Context: an optimization exercise on an open-source flow, tuned for small area, a short achievable clock period and few clock cycles per item. The choices shown serve that exercise and are no tape-out recipe.
In this exercise RTL edits were held to simulation tests only and were not proved equivalent to the original.
Power and IR drop assume default switching activity.

## scalar_kalman_filter_unit
module scalar_kalman_filter_unit #(
  parameter int SAMPLE_BITS = 16
) (
  input  logic                   clk,
  input  logic                   rst_n,
  input  logic                   in_valid,
  output logic                   in_stall,
  input  logic [SAMPLE_BITS-1:0] in_sample,
  output logic                   out_valid,
  input  logic                   out_stall,
  output logic [VAL_W-1:0]       out_estimate,
  output logic [GAIN_W-1:0]      out_gain,
  input  logic                   cfg_we,
  input  logic [0:0]             cfg_index,
  input  logic [VAL_W-1:0]       cfg_wdata
);
  logic        st_idle_r, st_d1_r, st_dm_r, st_e_r, st_acc_r;
  logic [2:0]  cnt_r;
  logic        out_valid_r;
  logic [31:0] q_r, r_r;
  logic [16:0] quo_r;
  logic [1:0]  dig_r;    
  logic        q16_r;
  logic [48:0] v_r;      
  logic [48:0] t_r;
  logic [32:0] rem_r;
  logic [32:0] den_r;
  logic [32:0] i_r;
  logic        step, rz;
  logic [31:0] ppred;
  assign rz       = (r_r == '0);
  assign in_stall = !st_idle_r;
  assign step     = st_dm_r || (st_d1_r && !(out_valid_r && out_stall));
  assign ppred    = v_r[48] ? 32'hFFFF_FFFF : v_r[47:16];
  logic [35:0] r4, s1, s2, s3;
  logic [35:0] d1n, d2n, c3s, c3c;
  logic [1:0]  dig;
  logic [32:0] rem_n;
  assign r4  = {1'b0, rem_r, 2'b00};
  assign d1n = ~{3'b000, den_r};
  assign d2n = ~{2'b00, den_r, 1'b0};
  assign c3s = r4 ^ d1n ^ d2n;
  assign c3c = (r4 & d1n) | (r4 & d2n) | (d1n & d2n);
  skf_add #(.N(36)) u_s1 (.a(r4), .b(d1n), .ci(1'b1), .s(s1));
  skf_add #(.N(36)) u_s2 (.a(r4), .b(d2n), .ci(1'b1), .s(s2));
  skf_add #(.N(36)) u_s3 (.a(c3s), .b({c3c[34:0], 1'b1}), .ci(1'b1), .s(s3));
  always_comb begin
    if (rz)            dig = 2'd0;    
    else if (!s3[35])  dig = 2'd3;
    else if (!s2[35])  dig = 2'd2;
    else if (!s1[35])  dig = 2'd1;
    else               dig = 2'd0;
    unique case (dig)
      2'd3:    rem_n = s3[32:0];
      2'd2:    rem_n = s2[32:0];
      2'd1:    rem_n = s1[32:0];
      default: rem_n = r4[32:0];
    endcase
  end
  logic        ineg;
  logic [48:0] isx, ta, tb, tc, ts, tcy, t_n;
  assign ineg = i_r[32];
  assign isx  = {{16{i_r[32]}}, i_r};
  assign ta   = ({49{st_idle_r}} & {16'd0, ~t_r[48:16]})
  ...
Size in the first run: about 3100 cells after synthesis, about 290 flip-flops, about 26000 sq um of cells after synthesis.
clock: 8.0 ns
lec_check: 0
cap_margin: 20
core_margin: 2
core_utilization: 40
setup_slack_margin: 3.75
slew_margin: 20
run.sh (not shown) runs the stock make flow with config.mk's settings and CLKGATE_MAP_FILE= SYNTH_SCRIPT=/design/flow/synth_recipe.tcl, a recipe that flattens the netlist after the stock synthesis.
The first run produced a clean layout.
Testbench counts at the start, summed over its fixed seeds: cycles 20,488, items 2,048.
Edit:
Settings changed: CAP_MARGIN 20 to 0, SETUP_SLACK_MARGIN 3.75 to 3.25, SLEW_MARGIN 20 to 0.
=> The changed run produced a clean layout. Utilization drops by 4.9 points. Wire length is lower by about 6%. Area after synthesis stays the same.
Edit:
Settings changed: CAP_MARGIN 0 to 20, SETUP_SLACK_MARGIN 3.25 to 3, SLEW_MARGIN 0 to 20.
Via count falls by 1.6%.
Worst setup slack degrades by 0.13 ns.
Design area falls by 1.3%.
Global-route usage falls by 0.29 points.
Non-clock buffer count falls by 18.
Total power falls by 1.1%.
Clock power barely changes.
Synthesized area stays the same.
Synthesized cell count is unchanged.
Edit:
Settings changed: SETUP_SLACK_MARGIN 3 to 4.
Outcome: Core utilization came out higher by 8.1 points; final cell count went up by 6.1%; synthesized cell count does not change; routed wire length came out higher by 13%; count of clock-buffer cells in the layout went up by 6; sequential power hardly moves.
Edit:
Settings changed: SETUP_SLACK_MARGIN 4 to 3.25.
Result: Total power falls by 18%; clock power hardly moves; wire length falls by 9.3%; global-route usage falls by 1.4 points.

========
The RTL this note starts from:
==> flow/design.v <==
package skf_pkg;
  localparam int VAL_W     = 32;    
  localparam int GAIN_W    = 17;    
  localparam int FRAC_BITS = 16;
  localparam logic [VAL_W-1:0] Q_RESET = 32'd1310720;
  localparam logic [VAL_W-1:0] R_RESET = 32'd13107200;
endpackage
module skf_add #(
  parameter int N = 32
) (
  input  logic [N-1:0] a,
  input  logic [N-1:0] b,
  input  logic         ci,
  output logic [N-1:0] s
);
  localparam int L = (N <= 2) ? 1 : (N <= 4) ? 2 : (N <= 8) ? 3 : (N <= 16) ? 4 :
                     (N <= 32) ? 5 : (N <= 64) ? 6 : 7;    
  logic [N-1:0] p0, g0;
  assign p0 = a ^ b;
  assign g0 = a & b;
  logic [N-1:0] g [0:2*L];
  logic [N-1:0] p [0:2*L];
  assign g[0] = {g0[N-1:1], g0[0] | (p0[0] & ci)};
  assign p[0] = p0;
  for (genvar l = 0; l < L; l++) begin : up
    for (genvar i = 0; i < N; i++) begin : bit_
      if (((i + 1) % (1 << (l + 1))) == 0 && i >= (1 << l)) begin : pcell
        assign g[l+1][i] = g[l][i] | (p[l][i] & g[l][i - (1 << l)]);
        assign p[l+1][i] = p[l][i] & p[l][i - (1 << l)];
      end else begin : pskip
        assign g[l+1][i] = g[l][i];
        assign p[l+1][i] = p[l][i];
      end
    end
  end
  for (genvar k = 0; k < L; k++) begin : dn
    localparam int LV = L - 1 - k;
    for (genvar i = 0; i < N; i++) begin : bit_
      if (((i + 1) % (1 << (LV + 1))) == (1 << LV) && i >= (1 << LV)) begin : pcell
        assign g[L+k+1][i] = g[L+k][i] | (p[L+k][i] & g[L+k][i - (1 << LV)]);
        assign p[L+k+1][i] = p[L+k][i] & p[L+k][i - (1 << LV)];
      end else begin : pskip
        assign g[L+k+1][i] = g[L+k][i];
        assign p[L+k+1][i] = p[L+k][i];
      end
    end
  end
  assign s = p0 ^ {g[2*L][N-2:0], ci};
endmodule
import skf_pkg::*;
module scalar_kalman_filter_unit #(
  parameter int SAMPLE_BITS = 16
) (
  input  logic                   clk,
  input  logic                   rst_n,
  input  logic                   in_valid,
  output logic                   in_stall,
  input  logic [SAMPLE_BITS-1:0] in_sample,
  output logic                   out_valid,
  input  logic                   out_stall,
  output logic [VAL_W-1:0]       out_estimate,
  output logic [GAIN_W-1:0]      out_gain,
  input  logic                   cfg_we,
  input  logic [0:0]             cfg_index,
  input  logic [VAL_W-1:0]       cfg_wdata
);
  logic        st_idle_r, st_d1_r, st_dm_r, st_e_r, st_acc_r;
  logic [2:0]  cnt_r;
  logic        out_valid_r;
  logic [31:0] q_r, r_r;
  logic [16:0] quo_r;
  logic [1:0]  dig_r;    
  logic        q16_r;
  logic [15:0] z_r;
  logic [48:0] v_r;      
  logic [48:0] t_r;
  logic [32:0] rem_r;
  logic [32:0] den_r;
  logic [32:0] i_r;
  logic        step, rz;
  logic [31:0] ppred;
  assign rz       = (r_r == '0);
  assign in_stall = !st_idle_r;
  assign step     = st_dm_r || (st_d1_r && !(out_valid_r && out_stall));
  assign ppred    = v_r[48] ? 32'hFFFF_FFFF : v_r[47:16];
  logic [35:0] r4, s1, s2, s3;
  logic [35:0] d1n, d2n, c3s, c3c;
  logic [1:0]  dig;
  logic [32:0] rem_n;
  assign r4  = {1'b0, rem_r, 2'b00};
  assign d1n = ~{3'b000, den_r};
  assign d2n = ~{2'b00, den_r, 1'b0};
  assign c3s = r4 ^ d1n ^ d2n;
  assign c3c = (r4 & d1n) | (r4 & d2n) | (d1n & d2n);
  skf_add #(.N(36)) u_s1 (.a(r4), .b(d1n), .ci(1'b1), .s(s1));
  skf_add #(.N(36)) u_s2 (.a(r4), .b(d2n), .ci(1'b1), .s(s2));
  skf_add #(.N(36)) u_s3 (.a(c3s), .b({c3c[34:0], 1'b1}), .ci(1'b1), .s(s3));
  always_comb begin
    if (rz)            dig = 2'd0;    
    else if (!s3[35])  dig = 2'd3;
    else if (!s2[35])  dig = 2'd2;
    else if (!s1[35])  dig = 2'd1;
    else               dig = 2'd0;
    unique case (dig)
      2'd3:    rem_n = s3[32:0];
      2'd2:    rem_n = s2[32:0];
      2'd1:    rem_n = s1[32:0];
      default: rem_n = r4[32:0];
    endcase
  end
  logic        ineg;
  logic [48:0] isx, ta, tb, tc, ts, tcy, t_n, t_init;
  assign ineg = i_r[32];
  assign isx  = {{16{i_r[32]}}, i_r};
  assign ta   = {t_r[46:0], ineg, ineg};
  assign tb   = dig_r[1] ? {isx[47:0], 1'b0} : '0;
  assign tc   = dig_r[0] ? isx : '0;
  assign ts   = ta ^ tb ^ tc;
  assign tcy  = (ta & tb) | (ta & tc) | (tb & tc);
  assign t_n  = ts + {tcy[47:0], 1'b0};
  assign t_init = q16_r ? {{17{z_r[15]}}, z_r, 16'd0} : {{16{t_r[48]}}, t_r[48:16]};
  logic [48:0] wa, wb, wc, wd, w1s, w1c, w2s, w2c, w_n;
  assign wa = ({49{st_idle_r}} & {17'd0, r_r})
            | ({49{st_d1_r}}   & {16'd0, ~t_r[48:16]})
            | ({49{st_acc_r}}  & {v_r[46:0], 2'b00});
  assign wd = ({49{st_e_r}}    & {16'd0, rem_r})
            | ({49{st_idle_r}} & {17'd0, ppred})
            | ({49{st_d1_r}}   & {16'd0, z_r[15], z_r, 16'd0});
  assign wb  = dig_r[1] ? {16'd0, r_r, 1'b0} : '0;
  assign wc  = dig_r[0] ? {17'd0, r_r} : '0;
  assign w1s = wa ^ wb ^ wc;
  assign w1c = {((wa & wb) | (wa & wc) | (wb & wc)), 1'b0};
  assign w2s = w1s ^ w1c ^ wd;
  assign w2c = (w1s & w1c) | (w1s & wd) | (w1c & wd);
  assign w_n = w2s + {w2c[47:0], st_d1_r};
  always_ff @(posedge clk) begin
    if (!rst_n) begin
      st_idle_r   <= 1'b1;
      st_d1_r     <= 1'b0;
      st_dm_r     <= 1'b0;
      st_e_r      <= 1'b0;
      st_acc_r    <= 1'b0;
      cnt_r       <= '0;
      out_valid_r <= 1'b0;
      q_r         <= Q_RESET;
      r_r         <= R_RESET;
      t_r         <= '0;
      v_r         <= {1'b0, Q_RESET, 16'd0};
      dig_r       <= '0;
    end else begin
      dig_r <= step ? dig : 2'd0;
      if (out_valid_r && !out_stall) out_valid_r <= 1'b0;
      if (st_idle_r && in_valid) begin
        st_idle_r <= 1'b0;
        st_d1_r   <= 1'b1;
      end
      if (st_d1_r && step) begin
        st_d1_r  <= 1'b0;
        st_dm_r  <= 1'b1;
        st_acc_r <= 1'b1;
        cnt_r    <= '0;
      end
      if (st_dm_r) begin
        cnt_r <= cnt_r + 3'd1;
        if (cnt_r == 3'd6) begin
          st_dm_r <= 1'b0;
          st_e_r  <= 1'b1;
        end
      end
      if (st_e_r) begin
        st_e_r      <= 1'b0;
        st_acc_r    <= 1'b0;
        st_idle_r   <= 1'b1;
        out_valid_r <= 1'b1;
      end
      if (st_d1_r && step) begin
        t_r <= t_init;
        v_r <= {17'd0, q_r};
      end else if (st_acc_r) begin
        t_r <= t_n;
        v_r <= w_n;
      end
      if (cfg_we) begin
        if (cfg_index == 1'b0) begin
          q_r <= cfg_wdata;
          v_r <= {1'b0, cfg_wdata, 16'd0};
        end else begin
          r_r <= cfg_wdata;
          v_r <= {1'b0, q_r, 16'd0};
        end
        t_r <= '0;
      end
    end
  end
  always_ff @(posedge clk) begin
    if (st_idle_r) begin
      den_r <= w_n[32:0];
      rem_r <= rz ? '0 : {1'b0, ppred};
      q16_r <= rz && (ppred != '0);
      z_r   <= in_sample;
    end else if (step) begin
      rem_r <= rem_n;
    end
    if (st_d1_r && step) i_r <= w_n[32:0];
    if (step) begin
      quo_r[15:0] <= {quo_r[13:0], dig};
      if (st_d1_r) quo_r[16] <= q16_r;
    end
  end
  assign out_valid    = out_valid_r;
  assign out_estimate = t_r[47:16];
  assign out_gain     = quo_r;
endmodule
Settings: LEC_CHECK=0, CAP_MARGIN=20, CORE_MARGIN=2, CORE_UTILIZATION=55, SETUP_SLACK_MARGIN=3, SLEW_MARGIN=20; clock period 8.0 ns.
The first run produced a clean layout.
Testbench counts at the start, summed over its fixed seeds: cycles 20,488, items 2,048.
Edit:
Settings changed: CORE_UTILIZATION 55 to 40, SETUP_SLACK_MARGIN 3 to 2.5.
Global-route usage came out lower by 9.3 points.
Design area barely changes.
Hold slack gets worse by 0.016 ns.
Via count came out lower slightly.
Core utilization came out lower by 17 points.
Total power came out higher slightly.
Wire length came out higher by a few percent.
Sequential power barely changes.
Edit:
Settings changed: SETUP_SLACK_MARGIN 2.5 to 3.
=> The new run went through all stages and came out clean. Power hardly moves. Cell area grows by 0.88%. Fmax rose by about 10%. Flip-flop and latch count does not change. Synthesized area stays the same. Critical path depth is lower by 1. Setup slack is better by 0.51 ns. Clock power came out lower by about 5%. Wire length increases by about 1.7%. Clock-buffer cell count is unchanged.
Edit:
Settings changed: SETUP_SLACK_MARGIN 3 to 4.
=> Register-to-register slack gains 0.22 ns; design area is higher by 14%; core utilization is higher by 6.2 points; count of clock-buffer cells in the layout is lower by 4; worst setup slack gains 0.22 ns; routed wire length is higher by 9.6%.

static timing again, ports no longer ideal:
The flow's constraints put no driver on any port. The routed layouts listed below were extracted and timed again, unchanged, in two steps. Step 1 sets driving cells, clkbuf_16 on the clock port and buf_2 on the other inputs (assumed; they add their load-dependent delay and slew). Step 2 adds t to the input delays and takes it off the output delays; t is the mean of the earliest and latest rising clock arrival at the registers after step 1. Input paths then give back, and output paths get back, about the clock's delay inside the block. Slacks: ideal / step 1 / step 2; pairs: ideal / step 1.
| run | t (ns) | setup slack, ns | worst register clock-pin slew, ns | worst data-port slew with drivers (ns) |
|---|---|---|---|---|
| the first run of note 1 | 0.615 | 3.590 / 3.590 / 3.201 | 0.07 / 0.07 | 0.06 |
| the second run of note 1 | 0.611 | 3.321 / 3.321 / 2.745 | 0.06 / 0.06 | 0.06 |
| the third run of note 1 | 0.609 | 3.195 / 3.195 / 2.657 | 0.07 / 0.07 | 0.06 |
| the fourth run of note 1 | 0.617 | 3.589 / 3.589 / 3.169 | 0.06 / 0.06 | 0.05 |
| the fifth run of note 1 | 0.608 | 3.321 / 3.349 / 2.741 | 0.06 / 0.06 | 0.06 |
| the first run of note 2 | 0.597 | 3.115 / 3.115 / 2.805 | 0.07 / 0.07 | 0.04 |
| the second run of note 2 | 0.632 | 2.621 / 2.621 / 2.597 | 0.07 / 0.07 | 0.05 |
| the third run of note 2 | 0.618 | 3.126 / 3.126 / 2.878 | 0.06 / 0.06 | 0.04 |
| the fourth run of note 2 | 0.621 | 3.345 / 3.345 / 3.343 | 0.07 / 0.07 | 0.04 |
After both steps setup and hold are still met in every run listed. For the fifth run of note 1, which loses most, drivers alone change the setup slack by +0.028 ns; drivers and shift together by -0.580 ns.
